Context: an optimization exercise on an open-source flow, tuned for small area, a short achievable clock period and few clock cycles per item. The choices shown serve that exercise and are no tape-out recipe. No run shown here included a check of the RTL's function; only the layout flow was run.

## flow/design.v (module list and top-level ports; edited modules follow where they fit)
// module barrett_reduce_pipe: 787 lines
// module csa_fa: 10 lines
module barrett_reduce_pipe (
    input  logic        clk,
    input  logic        rst,
    input  logic        in_valid,
    input  logic [63:0] in_data,
    output logic        in_ready,
    output logic        out_valid,
    output logic [31:0] out_data,
    input  logic        out_ready,
    output logic        out_err
);
  // ...
==> flow/flow/run.sh <==
#!/bin/bash
set -e
export BUFFER_PORTS_ARGS="-buffer_cell sky130_fd_sc_hd__buf_2"
bash standard.sh > standard.log 2>&1
==> flow/standard.sh <==
#!/bin/bash
# synth_recipe.tcl (not shown) runs the flow's synth.tcl, then flattens the netlist and writes it again
# the make line also repeats each setting of config.mk as NAME=value (left out here)
make -C /OpenROAD-flow-scripts/flow DESIGN_CONFIG=/design/flow/config.mk WORK_HOME=/design/flow/orfs CLKGATE_MAP_FILE= SYNTH_SCRIPT=/design/flow/synth_recipe.tcl "${@:-finish}"
==> flow/config.mk <==
export PLATFORM = sky130hd
export DESIGN_NAME = barrett_reduce_pipe
export DESIGN_NICKNAME = barrett_reduce_pipe
export VERILOG_FILES = /design/flow/design.v
export SDC_FILE = /design/flow/constraint.sdc
export NUM_CORES = 4
export LEC_CHECK = 0
export CAP_MARGIN = 20
export CORE_MARGIN = 2
export CORE_UTILIZATION = 60
export CTS_BUF_LIST = sky130_fd_sc_hd__clkbuf_8
export SETUP_SLACK_MARGIN = 3.4
export SLEW_MARGIN = 20
export SYNTH_HIERARCHICAL = 1
export SYNTH_MINIMUM_KEEP_SIZE = 0
==> flow/constraint.sdc <==
create_clock -name core_clock -period 9.0 [get_ports {clk}]
set_input_delay 1.8000 -clock core_clock [delete_from_list [all_inputs] [get_ports {clk}]]
set_output_delay 1.8000 -clock core_clock [all_outputs]
set_load 0.01 [all_outputs]
==> metrics.md, run 1 <==
| Metric | Value |
|---|---|
| Status | `timing/DRC/antenna clean` |
| Clock latency of the later-clocked register in the worst-skew pair | `between 0.3 and 0.4 ns` |
| Clk pin slew, worst setup/hold paths | `about 0.11 ns` |
| First-pass GRT wire length | `between 50000 and 60000 um` |
| Crit path DAT | `5.69 ns` |
| Pin count of the biggest net entering global routing | `between 70 and 80` |
| Main combinational cell family by area after synthesis | `adder cells` |
| CP Depth | `15` |
| Nets | `between 1500 and 2000` |
| Terminus of the critical flop-to-flop path | `q_r[27]$_DFFE_PP_` |
| Final core utilization | `slightly below 70%` |
| Area grow syn2layout | `12.1%` |
| Met2 WL | `~18000 um` |
| Proportion of synthesized area in mux cells | `2.98%` |
| Effective utilization at floorplan | `between 60 and 70%` |
| WL per Instance | `around 22 um` |
| Final hold slack | `~0.44 ns` |
| Row count | `55` |
| Proportion of final cell area spent on non-clock buffers | `between 6 and 7%` |
| Worst path buffer plus inverter count | `5` |
| Highest-delay cell along the critical path | `fa_2` |
| Cell with the most instances on the worst path | `fa_2` |
| Post-route DRC | `0` |
| Most used cells in the layout excluding fill and tap cells | `fa_1, edfxtp_1, ha_1` |
| Share of synthesized area occupied by flip-flops and latches | `about 23%` |
| IO buf count | `100` |
| Syn Inst Count | `about 1200` |
| YS warnings | `7` |
| Max Slew Vio Count | `0` |
| Register share of the cell area | `between 20 and 25%` |
| Flop and latch count out of synthesis | `between 100 and 150` |
| Transition time of the tightest slew-check pin | `~0.96 ns` |
| CTS Buf Count | `9` |
| Clock sink total | `about 100` |
| Number of fillers in the final layout | `1729` |
| Crit path max fanout | `5` |
| Area occupied by multi-input gates | `approximately 10000 um2` |
| Critical Path RT | `around 9.2 ns` |
| Capture endpoint of the worst hold path | `q_err2$_DFFE_PP_` |
| Post-CTS Hold Buffers | `0` |
| Repair and plain buffers | `~150` |
==> inputs of run 2 (changes only) <==
--- a/flow/design.v
+++ b/flow/design.v
@@ -138,19 +138,37 @@
     wire m17_s55, m17_c55;
     csa_fa u_m1755 (.a(~m17_c50), .b(m17_s44), .c(~m17_c54), .s(m17_s55), .co(m17_c55));
     wire m17_s56, m17_c56;
     csa_fa u_m1756 (.a(m17_s46), .b(m17_c51), .c(m17_s52), .s(m17_s56), .co(m17_c56));
     wire m17_s57, m17_c57;
     csa_fa u_m1757 (.a(m17_s48), .b(m17_c52), .c(m17_s53), .s(m17_s57), .co(m17_c57));
     wire m17_s58, m17_c58;
     csa_fa u_m1758 (.a(m17_s50), .b(m17_c53), .c(m17_s54), .s(m17_s58), .co(m17_c58));
-    wire [4:0] e_s17 = {1'b0, {m17_c57, m17_c56, m17_c55, m17_s55}} + {1'b0, {m17_s58, m17_s57, m17_s56, m17_s51}} + {4'b0, ~m17_c58};
-    localparam logic [383:0] E_TA_T = 384'h2358d11ac688d63446b1a2358d11ac688d63446b1a2358d11ac688d63446b1a2358d11ac688d63446b1a2358d11ac688;
-    wire [2:0] e_ta = E_TA_T[{m7_c30, {m7_s30, m7_s29, m7_s25}, {m7_c29, m7_c28, m7_s28}} * 3 +: 3];
+    wire [4:0] a17_p = {1'b0, {m17_c57, m17_c56, m17_c55, m17_s55}} ^ {1'b0, {m17_s58, m17_s57, m17_s56, m17_s51}};
+    wire [4:0] a17_g = {1'b0, {m17_c57, m17_c56, m17_c55, m17_s55}} & {1'b0, {m17_s58, m17_s57, m17_s56, m17_s51}};
+    wire a17_g0c = a17_g[0] | (a17_p[0] & ~m17_c58);
+    wire a17_G1 = a17_g[1] | (a17_p[1] & a17_g0c);
+    wire a17_G2 = a17_g[3] | (a17_p[3] & a17_g[2]);
+    wire a17_P2 = a17_p[3] & a17_p[2];
+    wire a17_G3 = a17_g[2] | (a17_p[2] & a17_G1);
+    wire a17_G4 = a17_G2 | (a17_P2 & a17_G1);
+    wire a17_G5 = a17_g[4] | (a17_p[4] & a17_G4);
+    wire [4:0] e_s17 = a17_p ^ {a17_G4, a17_G3, a17_G1, a17_g0c, ~m17_c58};
+    wire [3:0] a7_p = {1'b0, {m7_c29, m7_c28, m7_s28}} ^ {1'b0, {m7_s30, m7_s29, m7_s25}};
+    wire [3:0] a7_g = {1'b0, {m7_c29, m7_c28, m7_s28}} & {1'b0, {m7_s30, m7_s29, m7_s25}};
+    wire a7_g0c = a7_g[0] | (a7_p[0] & m7_c30);
+    wire a7_G1 = a7_g[1] | (a7_p[1] & a7_g0c);
+    wire a7_G2 = a7_g[3] | (a7_p[3] & a7_g[2]);
+    wire a7_P2 = a7_p[3] & a7_p[2];
+    wire a7_G3 = a7_g[2] | (a7_p[2] & a7_G1);
+    wire a7_G4 = a7_G2 | (a7_P2 & a7_G1);
+    wire [3:0] t7 = a7_p ^ {a7_G3, a7_G1, a7_g0c, m7_c30};
+    localparam logic [47:0] E_TA_T = 48'h2358d11ac688;
+    wire [2:0] e_ta = E_TA_T[t7 * 3 +: 3];
     localparam logic [95:0] E_TC_T = 96'h1ac688d634422358d11ac688;
     wire [2:0] e_tc = E_TC_T[e_s17 * 3 +: 3];
     wire c1_s59, c1_c59;
     assign c1_s59 = ~(x[26] ^ ~x[23]);
     assign c1_c59 = x[26] | ~x[23];
     wire c1_s60, c1_c60;
     csa_fa u_c160 (.a(x[27]), .b(~x[24]), .c(x[4]), .s(c1_s60), .co(c1_c60));
     wire c1_s61, c1_c61;
==> flow/flow/run.sh (replaced) <==
#!/bin/bash
set -e
export BUFFER_PORTS_ARGS="-buffer_cell sky130_fd_sc_hd__buf_1"
bash standard.sh > standard.log 2>&1
==> flow/config.mk (replaced) <==
export PLATFORM = sky130hd
export DESIGN_NAME = barrett_reduce_pipe
export DESIGN_NICKNAME = barrett_reduce_pipe
export VERILOG_FILES = /design/flow/design.v
export SDC_FILE = /design/flow/constraint.sdc
export NUM_CORES = 4
export LEC_CHECK = 0
export CAP_MARGIN = 20
export CORE_MARGIN = 2
export CORE_UTILIZATION = 55
export CTS_BUF_LIST = sky130_fd_sc_hd__clkbuf_8 sky130_fd_sc_hd__clkbuf_16
export GPL_ROUTABILITY_DRIVEN = 0
export PLACE_DENSITY = 0.75
export SETUP_SLACK_MARGIN = 3.2
export SLEW_MARGIN = 20
export SYNTH_HIERARCHICAL = 1
export SYNTH_MINIMUM_KEEP_SIZE = 0
==> metrics.md, run 2 <==
| Metric | Value |
|---|---|
| Status | `timing/DRC/antenna clean` |
| TritonRoute pass-1 iters | `6` |
| I/O pin count | `103` |
| Effective utilization at floorplan | `55.7% (-5.2 points)` |
| Post-layout minimum cycle time | `5.82 ns` |
| Top cell type's share of synthesized area | `40.0%` |
| Y dimension of the die | `158 um` |
| Cell types with the largest area share after synthesis | `fa_1, edfxtp_1, ha_1, inv_1, o21ai_0` |
| Most used cells in the layout excluding fill and tap cells | `fa_1, edfxtp_1, inv_1` |
| Flop and latch count out of synthesis | `104 (unchanged)` |
| Top flop regs | `q_r: 31 flops, q_s1: 31 flops, q_c1: 26 flops` |
| Pin count of the biggest net entering global routing | `71 (unchanged)` |
| Share of cells above drive strength 1 | `between 10% and 20%` |
| EDFF count, synth | `102` |
| IO buf count | `100 (unchanged)` |
| Average cell area after synthesis | `11.9 um2` |
| First-pass GRT wire length | `48800 um (-11%)` |
| Routed wire length | `a little over 30000 um` |
| Worst max-slew margin expressed relative to the limit | `between 40 and 50%` |
| Element type at the critical path end | `register` |
| Post-route cell area | `between 10000 and 15000 um2` |
| Number of fillers in the final layout | `1814 (+4.9%)` |
| CTS Buf Count | `9 (unchanged)` |
| Crit path max fanout | `7 (+2)` |
| TritonCTS clock tree | `built` |
| Final ANT Viol Nets | `0` |
| Nets | `1606 (-6.8%)` |
| Top-count cell post-synth | `fa_1` |
| Leading area contributor after synthesis | `fa_1` |
| Area grow syn2layout | `10.9%` |
| Highest clock rate | `between 150 and 200 MHz` |
| Crit path DAT | `5.93 ns (+0.24 ns)` |
| Detailed placer's ending HPWL | `~26000 um` |
| Setup CP Type | `in -> reg` |
| Setup TNS | `0 ns` |
| Diodes inserted | `0` |
| Remaining Overflow, GRT | `0` |
| Synth unique cells | `70` |
| Post-place instance area | `around 14000 um2` |
| Clock sink total | `104 (unchanged)` |
| Share of flip-flops with an asynchronous set or reset after synthesis | `slightly below 2%` |
| Share of synthesized area occupied by flip-flops and latches | `23.9% (+1.2 points)` |
| RSZ-0062 raised after global routing | `yes` |
| Most common library cell in the layout ignoring fill and taps | `fa_1` |
| Drt via density | `about 5.8` |
| Cell area after synthesis | `between 10000 and 15000 um2` |
| Setup violators final | `0` |
| Clock latency of the later-clocked register in the worst-skew pair | `0.36 ns (-0.03 ns)` |
| Path class of the lowest-slack min-delay path | `reg -> reg` |
| Most numerous cell types in the synthesized netlist | `fa_1, edfxtp_1, inv_1` |
| Initial antenna violation count | `0` |
| YS warnings | `7 (unchanged)` |
| DRC violation total after the first TritonRoute iteration | `909` |
| Worst setup margin | `between 3 and 4 ns` |
| Max clock buf depth | `2` |
| Clk pin slew, worst setup/hold paths | `0.08 ns (-0.03 ns)` |
| GRT Resource Usage Total | `26.3%` |
| Element type at the critical path start | `primary input` |
| Cell at the root of the clock tree | `clkbuf_16` |
| Via count of the first global-routing pass | `between 9000 and 10000` |
| Die footprint | `approximately 25000 um2` |
| Placeable core area | `roughly 23000 um2` |
| Max-cap violations | `0` |
| Worst-case setup slack after placement | `2.15 ns` |
| Syn Inst Count | `1090 (-8.9%)` |
| Critical Path RT | `9.11 ns (-0.04 ns)` |
| Post-route DRC | `0 (unchanged)` |
| Post-Route Skew | `~0.013 ns` |
| CTS H-tree depth | `3` |
| Vias | `8790` |
| Ys flop type | `edfxtp_1` |
| WL per Instance | `20.4 um (-6.7%)` |
| Max Slew Vio Count | `0 (unchanged)` |
| Final-report hold violation count | `0` |
| Transition time of the tightest slew-check pin | `0.887 ns (-0.0756 ns)` |
| Fin crit share | `between 60% and 70%` |
| Post-CTS Hold Buffers | `0 (unchanged)` |
| Die extent in x | `158 um` |
| Row count | `56 (+1.8%)` |
run 2: cell types whose count changed in the layout (fill, tap and decap cells not counted), sizes merged, moves of 6 or more:
cell      before  now
buf          142  115
nor2          69   51
inv           83   96
nand3         27   14
a21oi         56   48
nor3          18   11
clkinvlp      13    7
run 2: final cells by class:
type                    instances  area (um2)  area share [%]
well taps                     319         399            2.77
clock buffers                   9         225            1.56
clock inverters                 7         100           0.694
repair buffers                124         676            4.69
multi-input cells             858        9510            65.9
inverters                      99         398            2.76
flip-flops and latches        104        3110            21.6
run 2: worst max-delay path: stages:
cell and delay (ns):
buf_6 0.16, fa_2 0.48, fa_2 0.41, fa_2 0.41
fa_2 0.37, fa_1 0.51, inv_2 0.04, fa_2 0.34
fa_2 0.35, fa_2 0.57, mux4_2 0.49
run 2: logic make-up (layout without fill, tap and decap cells):
logic type / after synthesis / after routing / share of synthesized area [%]
AND/OR/NAND/NOR: 247 / 247 / 9.50
adder cells (fa/ha/maj): 342 / 342 / 47.9
multiplexers: 20 / 20 / 1.87
AO/OA/AOI/OAI: 191 / 191 / 9.36
XOR/XNOR: 50 / 51 / 3.37
other: 1 / 7 / 0.0288
buffers and inverters: 135 / 239 / 4.00
flip-flops: 104 / 104 / 23.9
run 2: worst paths after layout:
check                                  start                end  slack [ns]  cells past startpoint
max                              in_data[35]  q_ta[1]$_DFFE_PP_        3.18                     11
min in group asynchronous                rst   r_v2$_DFFE_PP0P_        1.25                      2
min                         q_err1$_DFFE_PP_   q_err2$_DFFE_PP_        0.43                      0
max in group asynchronous                rst   r_v1$_DFFE_PP0N_        7.64                      2
max reg2reg                q_tc[0]$_DFFE_PP_   q_r[9]$_DFFE_PP_        3.55                     19
min reg2reg                 q_err1$_DFFE_PP_   q_err2$_DFFE_PP_        0.43                      0
run 2: metrics by stage:
step                      utilization [%]  hold WS, ns  std cells
after floorplan                         -        0.400       1096
after global placement               59.0        0.410       1487
after detailed placement             59.0        0.412       1487
after CTS                            60.9        0.430       1509
after global routing                 61.8        0.448       1520
final                                61.8        0.426       1520
run 2: what timing repair did:
| action | 4_1_cts | 5_1_grt |
|---|---|---|
| pin swaps | 6 | 8 |
| endpoints found under the setup margin | 22 | 15 |
| resized for setup | 45 | 43 |
| setup buffers | 6 | 10 |
| cloned | 0 | 1 |
run 2: routing by layer:
metal	vias to the layer above	part of all wire [%]	GRT usage [%]
met5	-	0	0
met4	0	3.7	8.83
met3	86	9.5	6.65
met2	485	48	43.5
met1	4290	39	34.2
li1	3929	-	-
run 2: Yosys stat by module (local to each module, per instance):
module / times used / cells inside / area [um2] / flip-flops and latches
csa_fa: 248 / 1 / 20.0 / 0
barrett_reduce_pipe: 1 / 842 / 8040 / 104
==> inputs of run 3 (changes only) <==
--- a/flow/config.mk
+++ b/flow/config.mk
@@ -13,3 +13,3 @@
 export PLACE_DENSITY = 0.75
-export SETUP_SLACK_MARGIN = 3.2
+export SETUP_SLACK_MARGIN = 3.6
 export SLEW_MARGIN = 20
==> metrics.md, run 3 <==
| Metric | Value |
|---|---|
| Status | `timing/DRC/antenna clean` |
| Initial antenna violation count | `1 (+1)` |
| Nets | `1617 (+0.68%)` |
| Effective utilization at floorplan | `55.7% (unchanged)` |
| Post-route cell area | `14500 um2 (+0.64%)` |
| Final hold slack | `0.433 ns (+0.00731 ns)` |
| Critical Path RT | `9.11 ns (about the same)` |
| Worst max-slew margin expressed relative to the limit | `37.6% (-3.2 points)` |
| Drt via density | `5.78 (about the same)` |
| Crit path DAT | `5.87 ns (-0.06 ns)` |
| IO buf count | `100 (unchanged)` |
| Element type at the critical path start | `primary input` |
| Die extent in x | `158 um (unchanged)` |
| Setup violators final | `0 (unchanged)` |
| Synth unique cells | `70 (unchanged)` |
| Clock latency of the later-clocked register in the worst-skew pair | `0.36 ns (about the same)` |
| Remaining Overflow, GRT | `0 (unchanged)` |
| GRT Resource Usage Total | `26.0% (-0.35 points)` |
| Top-count cell post-synth | `fa_1` |
| Area grow syn2layout | `11.6%` |
| Flop and latch count out of synthesis | `104 (unchanged)` |
| Most used cells in the layout excluding fill and tap cells | `fa_1, edfxtp_1, inv_1` |
| Post-Route Skew | `0.0157 ns (+0.00235 ns)` |
| Element type at the critical path end | `register` |
| Capture endpoint of the worst hold path | `q_err2$_DFFE_PP_` |
| TritonRoute pass-1 iters | `6 (unchanged)` |
| Final core utilization | `62.2% (+0.40 points)` |
| Most common library cell in the layout ignoring fill and taps | `fa_1` |
| Path class of the lowest-slack min-delay path | `reg -> reg` |
| Share of cells above drive strength 1 | `12.9% (+2.1 points)` |
| Leading area contributor after synthesis | `fa_1` |
| Cell types with the largest area share after synthesis | `fa_1, edfxtp_1, ha_1, inv_1, o21ai_0` |
| Max Slew Vio Count | `0 (unchanged)` |
| Placeable core area | `23300 um2 (unchanged)` |
| Most numerous cell types in the synthesized netlist | `fa_1, edfxtp_1, inv_1` |
| EDFF count, synth | `102 (unchanged)` |
| Cell at the root of the clock tree | `clkbuf_16` |
| HP Start | `q_err1$_DFFE_PP_` |
| Crit path max fanout | `2 (-5)` |
| Max clock buf depth | `2 (unchanged)` |
| Post-route DRC | `0 (unchanged)` |
| Number of stages on the worst hold path | `0 (unchanged)` |
| Cell area after synthesis | `13000 um2 (unchanged)` |
| Routed wire length | `30700 um (-0.73%)` |
| Terminus of the critical flop-to-flop path | `q_r[27]$_DFFE_PP_` |
| TritonCTS clock tree | `built` |
| Pin count of the biggest net entering global routing | `71 (unchanged)` |
| CTS Buf Count | `9 (unchanged)` |
| Average cell area after synthesis | `11.9 um2 (unchanged)` |
| Clock sink total | `104 (unchanged)` |
| CTS H-tree depth | `3 (unchanged)` |
| Row count | `56 (unchanged)` |
| Top flop regs | `q_r: 31 flops, q_s1: 31 flops, q_c1: 26 flops` |
| Reg2Reg Depth | `20 (+1)` |
| YS warnings | `7 (unchanged)` |
| Transition time of the tightest slew-check pin | `0.936 ns (+0.0483 ns)` |
| DRC violation total after the first TritonRoute iteration | `868 (-4.5%)` |
| Post-layout minimum cycle time | `5.76 ns (-0.0553 ns)` |
| Reg-to-Reg Start | `q_tc[0]$_DFFE_PP_` |
| Max-cap violations | `0 (unchanged)` |
| WL per Instance | `20.1 um (-1.4%)` |
| Clk pin slew, worst setup/hold paths | `0.08 ns (about the same)` |
| Detailed placer's ending HPWL | `25100 um (-2.3%)` |
| Top cell type's share of synthesized area | `40.0% (unchanged)` |
| Setup TNS | `0 ns (unchanged)` |
| Diodes inserted | `0 (unchanged)` |
| Share of flip-flops with an asynchronous set or reset after synthesis | `1.92% (unchanged)` |
| First-pass GRT wire length | `48100 um (-1.4%)` |
| Worst-case setup slack after placement | `2.22 ns (+0.0752 ns)` |
| Worst reg-to-reg setup slack | `3.85 ns (+0.30 ns)` |
| Fin crit share | `64.0% (-0.61 points)` |
| RSZ-0062 raised after global routing | `yes` |
| Syn Inst Count | `1090 (unchanged)` |
| Final ANT Viol Nets | `0 (unchanged)` |
| Final-report hold violation count | `0 (unchanged)` |
| Die footprint | `24900 um2 (unchanged)` |
| Ys flop type | `edfxtp_1` |
| Worst setup margin | `3.24 ns (+0.0553 ns)` |
| Via count of the first global-routing pass | `8974 (-2.9%)` |
| Post-place instance area | `13800 um2 (+0.41%)` |
| Vias | `8855 (+0.74%)` |
| Highest clock rate | `174 MHz (+0.96%)` |
| I/O pin count | `103 (unchanged)` |
| Share of synthesized area occupied by flip-flops and latches | `23.9% (unchanged)` |
| Y dimension of the die | `158 um (unchanged)` |
| Setup CP Type | `in -> reg` |
==> run 3: cell counts after synthesis <==
No cell type changed its count.
==> run 3: worst max path at each step <==
stage               slack, ns        start                end
finish                   3.24  in_data[23]  q_ta[1]$_DFFE_PP_
global route             3.14  in_data[23]  q_ta[1]$_DFFE_PP_
CTS                      3.22  in_data[23]  q_ta[1]$_DFFE_PP_
detailed placement       2.22  in_data[27]  q_tc[0]$_DFFE_PP_
global placement         2.32  in_data[26]  q_ta[1]$_DFFE_PP_
floorplan                3.00  in_data[29]  q_ta[1]$_DFFE_PP_
==> run 3: stage by stage <==
stage	instances
global placement	1488
detailed placement	1488
finish	1531
global route	1531
CTS	1520
floorplan	1096
==> run 3: layout make-up <==
class | count | area (um2)
Sequential cell | 104 | 3110
Inverter | 99 | 413
Timing Repair Buffer | 136 | 748
Fill cell | 1823 | 8820
Clock inverter | 7 | 82.6
Multi-Input combinational cell | 857 | 9530
Tap cell | 319 | 399
Clock buffer | 9 | 225
==> run 3: routing by layer <==
layer / routed length (um) / track usage, %
met1: 12000 / 34.0
met2: 15000 / 43.9
met3: 2600 / 4.11
met4: 1090 / 9.83
met5: 0 / 0
==> run 3: modules after synthesis (local to each module, per instance) <==
module	flops+latches	cell area, um2	cells inside	times used
csa_fa	0	20.0	1	248
barrett_reduce_pipe	104	8040	842	1
==> run 3: timing repair <==
action                                  4_1_cts  5_1_grt
cloned                                        0        0
pin swaps                                    10        5
buffers inserted                             16       11
hold buffers                                  0        0
resized for setup                            56       27
endpoints found under the setup margin       31       24
==> run 3: logic make-up after synthesis <==
family	after synthesis	share of synthesized area [%]
buf+inv	135	4.00
fa+ha+maj	342	47.9
xor+xnor	50	3.37
mux	20	1.87
simple gates	247	9.50
compound gates	191	9.36
flops	104	23.9
other cells	1	0.0288
==> run 3: critical path, cell delays in order <==
cell and delay (ns):
buf_1 0.08, buf_6 0.12, fa_2 0.46, fa_2 0.37, fa_2 0.40, fa_2 0.36
fa_1 0.51, inv_2 0.04, fa_2 0.33, fa_2 0.35, fa_2 0.56, mux4_2 0.48

-- afterwards: timing with drivers on the ports --
How much do the figures lean on ideal ports? The routed layouts below were timed once more, with nothing changed but the port constraints.
Step 1: set_driving_cell puts a clkbuf_16 on clk and a buf_2 on each other input, an assumption about the parent block.
Step 2 also shifts input and output timing later by t, the mid clock arrival at the registers, as if the neighbouring blocks saw the same clock.
Three values: ideal ports, drivers, drivers and shift; two values: the first two.
| run | t, ns | setup WS [ns] | clock arrival spread, ns |
|---|---|---|---|
| run 1 | 0.428 | 3.453 / 3.452 / 3.024 | 0.020 / 0.020 |
| run 2 | 0.403 | 3.182 / 3.191 / 2.788 | 0.014 / 0.014 |
| run 3 | 0.398 | 3.238 / 3.256 / 2.858 | 0.015 / 0.016 |
After both steps setup and hold are still met in every run listed. The setup slack of run 1, which loses most, moves by -0.001 ns with the drivers and by -0.429 ns with both steps.
